Source: an optimization exercise on an open RTL-to-GDS flow (aim: small area, a short achievable clock period and few clock cycles per item). Production flows keep margins and buffers that such runs may drop.
The RTL was checked by simulation tests, not by an equivalence proof against the original design.

## TR
// note_envelope_motor_drive
module note_envelope_motor_drive (
  input  logic        clk,
  input  logic        rst,
  input  logic        s_tvalid,
  output logic        s_tready,
  input  logic [63:0] s_tdata,
  input  logic        s_tuser,
  output logic        m_tvalid,
  input  logic        m_tready,
  output logic [7:0]  m_tdata,
  input  logic        psel,
  input  logic        penable,
  input  logic        pwrite,
  input  logic [3:0]  paddr,
  input  logic [31:0] pwdata,
  output logic [31:0] prdata,
  output logic        pready
);
  localparam int DEPTH = 29;
  logic [15:0] attack_fraction;
  logic [8:0]  rise_gain;
  logic [8:0]  fall_gain;
  logic [15:0] level;
  logic [16:0] att_dec;
  logic [4:0]  be_rn, be_ro, be_rt, be_fn, be_fo, be_ft;
  logic [4:0]  bh_rp1, bh_rp2, bh_rm1, bh_rm2, bh_fp1, bh_fp2, bh_fm1, bh_fm2;
  wire [9:0] wa = 10'd256 - {1'b0, pwdata[8:0]};
  wire [10:0] wx = {wa, 1'b0};
  wire [4:0] wa_n, wa_o, wa_t;
  for (genvar j = 0; j < 5; j++) begin : g_benc
    assign wa_n[j] = wx[2*j+2] & (wa_o[j] | wa_t[j]);
    assign wa_o[j] = wx[2*j+1] ^ wx[2*j];
    assign wa_t[j] = (wx[2*j+2] & ~wx[2*j+1] & ~wx[2*j]) | (~wx[2*j+2] & wx[2*j+1] & wx[2*j]);
  end
  logic        s_tready_q;
  logic [4:0] inflight;
  logic [4:0] fcount;
  logic [4:0] wptr, rptr;
  logic [8*DEPTH-1:0] fmem;
  logic        p1_v;
  logic        p1_dsat;
  logic [9:0] p1_x;
  logic [15:0] p1_el;
  logic [11:0] p1_tempo;
  logic [11:0] p1_rem;
  logic [15:0] p1_nq;
  logic        p2_v;
  ...
Size: ~16000 cells after synthesis, roughly 1700 flip-flops, about 150 I/O pins.
make LEC_CHECK=0 ABC_AREA=1 CAP_MARGIN=20 CORE_MARGIN=2 CORE_UTILIZATION=55 CTS_CLUSTER_DIAMETER=100 CTS_CLUSTER_SIZE=20 PLACE_DENSITY=0.7 SETUP_SLACK_MARGIN=4.5 SLEW_MARGIN=20 finish   # period 10.0 ns
run.sh (not shown) runs the stock make flow with config.mk's settings and CLKGATE_MAP_FILE= SYNTH_SCRIPT=/design/flow/synth_recipe.tcl, a recipe that flattens the netlist after the stock synthesis.
Testbench counts of TR, summed over its fixed seeds: cycles 5,248, items 4,800.
Input changes introduced in JK (baseline for comparison: TR):
--- a/flow/config.mk
+++ b/flow/config.mk
@@ -10,7 +10,6 @@
 export CORE_MARGIN = 2
 export CORE_UTILIZATION = 55
-export CTS_CLUSTER_DIAMETER = 100
-export CTS_CLUSTER_SIZE = 20
-export PLACE_DENSITY = 0.7
+export CTS_CLUSTER_DIAMETER = 110
+export CTS_CLUSTER_SIZE = 22
 export SETUP_SLACK_MARGIN = 4.5
 export SLEW_MARGIN = 20
==> notes.md <==
JK went all the way through synthesis, placement and routing and the layout is clean on timing, DRC and antenna.
Relative to TR, the final cell area reported for JK is higher.
Compared with TR, in JK final setup slack of the worst path higher; maximum clock frequency now larger; number of stages on the worst setup path lost 14%; count of inverters not on the clock network in the layout comparable.

* * *

Starting RTL as in the previous note.
export LEC_CHECK = 0
export ABC_AREA = 1
export CAP_MARGIN = 20
export CORE_MARGIN = 2
export CORE_UTILIZATION = 55
export CTS_CLUSTER_DIAMETER = 120
export CTS_CLUSTER_SIZE = 24
export SETUP_SLACK_MARGIN = 4.5
export SLEW_MARGIN = 20
create_clock -name core_clock -period 10.0 [get_ports {clk}]
The starting point ran to the end with no violations.
Testbench counts at the start, summed over its fixed seeds: cycles 5,248, items 4,800.
Next try:
--- a/flow/config.mk
+++ b/flow/config.mk
@@ -10,6 +10,6 @@
 export CORE_MARGIN = 2
 export CORE_UTILIZATION = 55
-export CTS_CLUSTER_DIAMETER = 120
-export CTS_CLUSTER_SIZE = 24
+export CTS_CLUSTER_DIAMETER = 100
+export CTS_CLUSTER_SIZE = 20
 export SETUP_SLACK_MARGIN = 4.5
 export SLEW_MARGIN = 20
Effect: The changed run produced a clean layout; clock-buffer cell count goes up by 20; synthesized cell count does not change; routed wire length is about the same; final area is about the same; area after synthesis does not change; setup slack gains 55 ps; hold slack degrades by 22 ps.

* * *

== old ==
note_envelope_motor_drive, a different RTL version from the one above (not shown whole).
Size in the first run: about 16,000 cells after synthesis, roughly 1,900 flip-flops, ~150 I/O pins, ~0.13 sq mm of cells after synthesis.
export LEC_CHECK = 0
export ABC_AREA = 1
export CAP_MARGIN = 20
export CORE_MARGIN = 2
export CORE_UTILIZATION = 55
export SETUP_SLACK_MARGIN = 4.5
export SLEW_MARGIN = 20
create_clock -name core_clock -period 10.0 [get_ports {clk}]
Testbench counts of old, summed over its fixed seeds: cycles 5,280, items 4,800.
Modified inputs, new compared to old
diff --git a/flow/config.mk b/flow/config.mk
--- a/flow/config.mk
+++ b/flow/config.mk
@@ -10,4 +10,3 @@
 export CORE_MARGIN = 2
 export CORE_UTILIZATION = 55
-export SETUP_SLACK_MARGIN = 4.5
 export SLEW_MARGIN = 20
Final critical-path share of the clock period is lower on old
Relative to old, the core utilization of new is lower by 3.0 points.
In new, wire length of the first global-routing pass is lower than in old.
Row clock distribution area overhead in the final layout: new higher / old lower
Relative to old, worst path buffer plus inverter count decreased by 1 in new.
Delta(design area, new - old) < 0
Number of combinational gates with multiple inputs of old is on par with new.
Between new and old, it is new whose average detailed-routed wire length per instance is lower, by 3.2%.
Number of global-route vias before repair of old is on par with new.
Count of non-CTS buffers in the layout: new vs old down 61%

afterwards: timing with drivers on the ports:
The results above use ideal ports. As a check the final layouts listed here were re-extracted and re-timed, cells and wires unchanged.
Step 1, drivers: a clkbuf_16 drives clk and a buf_2 each remaining input, both assumed.
Step 2, shift: input delay + t, output delay - t, t = (earliest + latest rising clock arrival at the registers) / 2. This alone moves slack from input paths to output paths.
Slacks: ideal ports / drivers / drivers and shift; pairs: ideal ports / drivers.
run	shift t [ns]	setup WS [ns]	worst hold slack (ns)
TR	0.865	4.425 / 4.425 / 4.135	0.294 / 0.294 / 0.294
JK	0.887	4.519 / 4.519 / 3.850	0.312 / 0.312 / 0.312
the first run of note 2	0.863	4.434 / 4.434 / 3.918	0.314 / 0.314 / 0.314
the second run of note 2	0.900	4.489 / 4.489 / 3.905	0.292 / 0.292 / 0.292
old	0.947	3.902 / 3.902 / 3.902	0.266 / 0.266 / 0.266
new	0.940	2.243 / 2.243 / 2.243	0.276 / 0.276 / 0.276
After both steps setup and hold are still met in every run listed. For JK, which loses most, drivers alone change the setup slack by 0.000 ns; drivers and shift together by -0.669 ns.
